Context: an optimization exercise on an open-source flow, tuned for small area and a short achievable clock period. The choices shown serve that exercise and are no tape-out recipe.
In this exercise RTL edits were held to simulation tests only and were not proved equivalent to the original.
The flow treats the clock pin as an ideal source, which a real chip does not have.
Power figures rest on the tool's default switching activity, not on a simulated workload.

==> flow/design.v (excerpt) <==
module frameReadout (
	input logic clk,
	input logic rst,
	input logic [frameReadoutPkg::NumChan-1:0] strobe,
	input logic wrEn,
	input logic [frameReadoutPkg::ChanWidth-1:0] wrChan,
	input logic [frameReadoutPkg::AdrWidth-1:0] wrAdr,
	input logic [frameReadoutPkg::DataWidth-1:0] wrData,
	output logic txd,
	output logic busy
);
	logic [frameReadoutPkg::NumChan-1:0] pending;
	logic [frameReadoutPkg::NumChan-1:0] grant;
	logic [frameReadoutPkg::DataWidth-1:0] byteOutN;
	logic [frameReadoutPkg::SlotWidth-1:0] slotCnt;
	logic [frameReadoutPkg::AdrWidth-1:0] wordCnt;
	logic [frameReadoutPkg::NumChan-1:0] chanSel;
	strobeSync i_strobeSync (
		.clk(clk),
		.rst(rst),
		.strobe(strobe),
		.grant(grant),
		.pending(pending)
	);
	readSequencer i_readSequencer (
		.clk(clk),
		.rst(rst),
		.pending(pending),
		.grant(grant),
		.busy(busy),
		.slotCnt(slotCnt),
		.wordCnt(wordCnt),
		.chanSel(chanSel)
	);
	frameBuffer i_frameBuffer (
		.clk(clk),
		.wrEn(wrEn),
		.wrChan(wrChan),
		.wrAdr(wrAdr),
		.wrData(wrData),
		.rdChan(chanSel),
		.rdAdr(wordCnt),
		.slotCnt(slotCnt),
		.byteOutN(byteOutN)
	);
	uartTx i_uartTx (
		.clk(clk),
		.rst(rst),
		.reading(busy),
		.slotCnt(slotCnt),
		.byteInN(byteOutN),
		.txd(txd)
	);
endmodule
For scale: ~2300 cells after synthesis, roughly 830 flip-flops, about 26 I/O pins, ~0.026 sq mm of cells after synthesis.
==> flow/config.mk <==
export PLATFORM = sky130hd
export DESIGN_NAME = frameReadout
export DESIGN_NICKNAME = frameReadout
export VERILOG_FILES = /design/flow/design.v
export SDC_FILE = /design/flow/constraint.sdc
export NUM_CORES = 4
export LEC_CHECK = 0
export CAP_MARGIN = 20
export CORE_MARGIN = 2
export CORE_UTILIZATION = 40
export CTS_BUF_LIST = sky130_fd_sc_hd__clkbuf_16
export CTS_CLUSTER_DIAMETER = 80
export CTS_CLUSTER_SIZE = 30
export SETUP_SLACK_MARGIN = 3.2
export SLEW_MARGIN = 20
==> flow/constraint.sdc <==
create_clock -name core_clock -period 5.0 [get_ports {clk}]
set_input_delay 1.0000 -clock core_clock [delete_from_list [all_inputs] [get_ports {clk}]]
set_output_delay 1.0000 -clock core_clock [all_outputs]
set_load 0.01 [all_outputs]
standard.sh (not shown) runs the stock make flow with config.mk's settings and CLKGATE_MAP_FILE= SYNTH_SCRIPT=/design/flow/synth_recipe.tcl, a recipe that flattens the netlist after the stock synthesis.
==> flow/flow/run.sh <==
#!/bin/bash
set -euo pipefail
here=$(pwd)
res=$here/orfs/results/sky130hd/frameReadout/base
bash standard.sh cts > standard_cts.log 2>&1
CTS_ODB=$res/4_cts.odb OUT_ODB=$res/4_cts.odb openroad -no_init -exit flow/unroot.tcl > unroot.log 2>&1
bash standard.sh finish > standard_finish.log 2>&1
==> flow/flow/unroot.tcl <==
# Drop the clock tree's root buffer and let the clock port drive its loads, when they are few.
set db_file $::env(CTS_ODB)
read_db $db_file
set block [ord::get_db_block]
set port_net [[$block findBTerm clk] getNet]
set loads {}
foreach it [$port_net getITerms] { lappend loads $it }
puts "clock port loads: [llength $loads]"
if {[llength $loads] == 1} {
  set root [[lindex $loads 0] getInst]
  set out_net ""
  foreach it [$root getITerms] {
    if {[$it isOutputSignal]} { set out_net [$it getNet] }
  }
  set subs {}
  foreach it [$out_net getITerms] { if {[$it isInputSignal]} { lappend subs $it } }
  puts "root [$root getName] ([[$root getMaster] getName]) drives [llength $subs] pins"
  if {[llength $subs] <= 4} {
    foreach it $subs { $it disconnect; $it connect $port_net }
    odb::dbInst_destroy $root
    odb::dbNet_destroy $out_net
    puts "root buffer removed"
    write_db $::env(OUT_ODB)
  }
}
Next try:
--- a/flow/design.v
+++ b/flow/design.v
@@ -46,51 +46,39 @@
 `default_nettype none
 module readSequencer (
 	input logic clk,
 	input logic rst,
 	input logic [frameReadoutPkg::NumChan-1:0] pending,
 	output logic [frameReadoutPkg::NumChan-1:0] grant,
 	output logic busy,
 	output logic [frameReadoutPkg::SlotWidth-1:0] slotCnt,
 	output logic [frameReadoutPkg::AdrWidth-1:0] wordCnt,
 	output logic [frameReadoutPkg::NumChan-1:0] chanSel
 );
 	logic reading;
-	logic busyOut;  
-	logic frameEnd;
 	logic [frameReadoutPkg::NumChan-1:0] lowest;
 	logic slotEnd;
 	assign lowest = pending & (~pending + 1'b1);
 	assign grant = reading ? '0 : lowest;  
-	assign busy = busyOut;
+	assign busy = reading;
 	assign slotEnd = (slotCnt == frameReadoutPkg::SlotLast);
 	always_ff @(posedge clk or negedge rst) begin
 		if (!rst) begin
 			reading <= 1'b0;
 		end else if (!reading) begin
 			reading <= |pending;
 		end else if (slotEnd && (wordCnt == frameReadoutPkg::WordLast)) begin
 			reading <= 1'b0;  
 		end
 	end
-	assign frameEnd = slotEnd && (wordCnt == frameReadoutPkg::WordLast);
-	always_ff @(posedge clk or negedge rst) begin
-		if (!rst) begin
-			busyOut <= 1'b0;
-		end else if (!busyOut) begin
-			busyOut <= |pending;
-		end else if (frameEnd) begin
-			busyOut <= 1'b0;
-		end
-	end
 	always_ff @(posedge clk) begin
 		if (!reading) begin
 			slotCnt <= frameReadoutPkg::SlotFirst;
 			wordCnt <= '0;
 			chanSel <= lowest;
 		end else if (slotEnd) begin
 			slotCnt <= frameReadoutPkg::SlotFirst;
 			wordCnt <= wordCnt + 1'b1;
 		end else begin
 			slotCnt <= slotCnt + 1'b1;
 		end
 	end
@@ -204,30 +192,30 @@
 			for (int q = 0; q < RB; q++) begin
 				ring0[c][RA + q] = ringB[c][q];
 			end
 		end
 	end
 	for (genvar c = 0; c < NC; c++) begin : g_chan
 		for (genvar p = 0; p < RA + RB; p++) begin : g_place
 			logic hit;
 			logic miss;
 			logic [DW-1:0] prev;
 			logic [DW-1:0] wr;
 			if (p < RA) begin : g_a
-				assign hit = wrSel[c] & posHi[p / 4] & posLo[p % 4];
-				assign miss = wrSelN[c] | posHiN[p / 4] | posLoN[p % 4];
+				assign hit = ~(wrSelN[c] | posHiN[p / 4] | posLoN[p % 4]);
+				assign miss = ~(wrSel[c] & posHi[p / 4] & posLo[p % 4]);
 				assign prev = ring0[c][(p + RA - 1) % RA];
 			end else begin : g_b
-				assign hit = wrSel[c] & posB[p - RA];
-				assign miss = wrSelN[c] | posBN[p - RA];
+				assign hit = ~(wrSelN[c] | posBN[p - RA]);
+				assign miss = ~(wrSel[c] & posB[p - RA]);
 				assign prev = ring0[c][RA + ((p - RA) ^ 1)];
 			end
 			assign wr = (p % 2 == 1) ? wrByte : wrByteN;
 			assign ringD[c][p] = ~((prev | {DW{hit}}) & ({DW{miss}} | wr));
 		end
 	end
 	always_ff @(posedge clk) begin
 		for (int c = 0; c < NC; c++) begin
 			for (int p = 0; p < RA; p++) begin
 				ringA[c][p] <= ringD[c][p];
 			end
 			for (int q = 0; q < RB; q++) begin
Effect: The new run produced a clean layout; worst setup slack is worse by 0.023 ns; non-clock buffer count climbs by 12; first-iteration DRC count drops by about 14%; maximum frequency drops by 1.2%; synthesized area drops by 2.8%; cell area stays flat; routed wire length drops by 1.7%; power drops by 1.4%; clock skew climbs by 0.010 ns.

==> separate check: timing with driven ports <==
In the flow no input, the clock included, has a driving cell. The finished layouts below were timed again as built, in two steps.
Step 1: set_driving_cell puts a clkbuf_16 on clk and a buf_2 on each other input, an assumption about the parent block.
Step 2, shift: input delay + t, output delay - t, t = (earliest + latest rising clock arrival at the registers) / 2. This alone moves slack from input paths to output paths.
Three values: ideal ports, drivers, drivers and shift; two values: the first two.
run	t (ns)	slack for setup (ns)	clock arrival spread, ns
the first run	0.514	3.086 / 2.959 / 2.881	0.022 / 0.023
the second run	0.514	3.063 / 2.939 / 2.817	0.030 / 0.031
After both steps every run listed still meets setup and hold. For the second run, which loses most, drivers alone change the setup slack by -0.124 ns; drivers and shift together by -0.246 ns.
